This is an optimization exercise on Yosys and OpenROAD, whose aim is small area, a short achievable clock period and few clock cycles per item, not a production implementation. Only simulation tests tie the RTL to the original design; equivalence was not proved. Power figures rest on the tool's default switching activity, not on a simulated workload.

## build 35
==> flow/design.v (excerpt) <==
module rtc_seconds_to_calendar (
  input  logic          clk,
  input  logic          rst,
  input  logic          cmd_valid,
  output logic          cmd_stall,
  input  logic [72:0]   cmd,
  output logic          res_valid,
  input  logic          res_stall,
  output logic [56:0]   res
);
  logic        p0_valid, p1_valid, p2_valid;
  logic        p0_op, p1_op, p2_op;
  logic [31:0] p0_d;
  logic [38:0] p1_d;
  logic [19:0] p2_d;
  logic [39:0] set_d;
  logic        hold;
  logic        set_busy;
  assign hold      = res_valid && res_stall;
  assign set_busy  = (p0_valid && p0_op == rsc_pkg::OP_SET) || (p1_valid && p1_op == rsc_pkg::OP_SET);
  assign cmd_stall = res_stall || (cmd[72] == rsc_pkg::OP_SET && set_busy);
  always_ff @(posedge clk) begin
    if (rst) begin
      p0_valid  <= 1'b0;
      p1_valid  <= 1'b0;
      p2_valid  <= 1'b0;
      res_valid <= 1'b0;
    end else if (!hold) begin
      p0_valid  <= cmd_valid && !cmd_stall;
      p1_valid  <= p0_valid;
      p2_valid  <= p1_valid;
      res_valid <= p2_valid;
    end
  end
  always_ff @(posedge clk) begin
    if (!hold) begin
      p0_op <= cmd[72];
      p0_d  <= cmd[71:40];
    end
    if (cmd_valid && !cmd_stall && cmd[72] == rsc_pkg::OP_SET) begin
      set_d <= cmd[39:0];
    end
  end
  logic [11:0] ys, yc;
  logic [3:0]  na, nb;
  rsc_split u_split (
    .x  (p0_d[31:4]),
    .ys (ys),
    .yc (yc)
  );
  rsc_mod15 u_mod15 (
    .v  (p0_d[31:0]),
    .na (na),
    .nb (nb)
  );
  always_ff @(posedge clk) begin
    if (!hold) begin
  ...
Size: roughly 210 flip-flops.
Settings: LEC_CHECK=0, ABC_CLOCK_PERIOD_IN_PS=3000, CAP_MARGIN=20, CORE_MARGIN=2, CORE_UTILIZATION=40, CTS_CLUSTER_DIAMETER=100, CTS_CLUSTER_SIZE=28, PLACE_DENSITY=0.6, SETUP_SLACK_MARGIN=4.0, SLEW_MARGIN=20; clock period 7.5 ns.
standard.sh (not shown) runs the stock make flow with config.mk's settings and CLKGATE_MAP_FILE= SYNTH_SCRIPT=/design/flow/synth_recipe.tcl, a recipe that flattens the netlist after the stock synthesis.
==> flow/flow/run.sh <==
#!/bin/bash
# The standard layout (standard.sh), with the input and output port buffers made from
# sky130_fd_sc_hd__buf_1 instead of the cell buffer_ports picks by default.
set -euo pipefail
export BUFFER_PORTS_ARGS="-buffer_cell sky130_fd_sc_hd__buf_1"
bash standard.sh > standard.log 2>&1
Every stage of the flow completed for build 35, and the final layout passed the timing, design-rule and antenna checks.
Testbench counts of build 35, summed over its fixed seeds: cycles 32,174, items 32,000.
Setup changes, build 35 to build 20
Settings: removing CTS_CLUSTER_SIZE (formerly 28); removing CTS_CLUSTER_DIAMETER (formerly 100).
==> comparison <==
- Comparing build 20 and build 35, non-clock buffer count is lower on build 20.
- NOTE via count of the first global-routing pass build 35->build 20 increased slightly
- Combinational power: build 20 vs build 35, no meaningful difference
Relative to build 20, the following input files were edited for build 2:
Settings: GPL_ROUTABILITY_DRIVEN newly set to 0; GPL_TIMING_DRIVEN newly set to 0; CTS_CLUSTER_DIAMETER newly set to 100; CTS_CLUSTER_SIZE newly set to 28.
==> comparison <==
Build 2: all stages complete, timing, DRC and antenna checks passed
Build 20 reached the final stage; the timing, design-rule and antenna checks on its layout passed.
Against build 20, build 2 reports a utilization that is lower.
Build 2: cell-internal power is about 7% lower than what build 20 reported.
Compared to build 20, build 2 shows a wider setup margin.
Post-route worst hold slack was lower in build 20 than in build 2.
Compared with build 20, in build 2 via count went up by 108; combinational share of power moved up; highest ir drop seen on vdd increased about 1.3%; power decreased by 0.29 mW relative to the old numbers.
From build 20 to build 2 the numbers moved as follows: share of layout cells above drive strength 1 ~0 delta, number of clock sinks ~0 delta.
> inputs changed (build 2 -> build 48)
Settings: GPL_TIMING_DRIVEN removed (was 0); GPL_ROUTABILITY_DRIVEN removed (was 0); TNS_END_PERCENT newly set to 20.
Results
- Build 48 gives less net count of the finished layout than build 2 did.
- Changes observed in build 48 relative to build 2: combinational share of power rose by 0.5 points; post-route standard cell area excluding fillers shrank by 1.2%.
- In the metrics for build 2 and build 48, the one carrying the higher layout buffer count excluding clock buffers is build 2.
- Delta (build 48 minus build 2): total power fell 1.8%, number of filler instances in the final layout rose 13, total wirelength of the detailed-routed design fell about 3%.
- Global-route track usage on met2 | build 48 below build 2
[inputs] build 67 vs build 48
Settings: clearing TNS_END_PERCENT, which used to be 20; swapping 4.0 for 3.8 in SETUP_SLACK_MARGIN.
Results
Build 67: number of nets in the final layout 16 below build 48
Build 67 and build 48 ended up with nearly the same number of failing hold endpoints at the final stage.
Build 67 against build 48: count of filler cells inserted in the layout grew by about 1%, least setup slack across all paths after layout -0.11 ns.
Status: total global-route track usage parity (build 48, build 67)
When build 67 is measured against build 48, its placed wire-length estimate after detailed placement turns out about 0.6% lower.

[afterwards: timing with drivers on the ports]
How much do the figures lean on ideal ports? The routed layouts below were timed once more, with nothing changed but the port constraints. Step 1 sets driving cells, clkbuf_16 on the clock port and buf_2 on the other inputs (assumed; they add their load-dependent delay and slew). Step 2 moves the port delays by t, midway between the first and last clock arrival at a register: inputs arrive t later, outputs are due t later. That takes back most of the time a late clock gives input paths. Three values: ideal ports, drivers, drivers and shift; two values: the first two.
run | shift t [ns] | slack for setup (ns) | hold WS [ns]
build 35 | 0.531 | 4.038 / 4.005 / 3.960 | 0.426 / 0.426 / 0.426
build 20 | 0.594 | 4.016 / 3.990 / 3.755 | 0.418 / 0.418 / 0.418
build 2 | 0.542 | 4.036 / 4.013 / 3.787 | 0.424 / 0.424 / 0.424
build 48 | 0.528 | 4.022 / 3.979 / 3.938 | 0.426 / 0.426 / 0.426
build 67 | 0.528 | 3.912 / 3.882 / 3.527 | 0.424 / 0.424 / 0.424
After both steps every run listed still meets setup and hold. The setup slack of build 67, which loses most, moves by -0.030 ns with the drivers and by -0.385 ns with both steps.
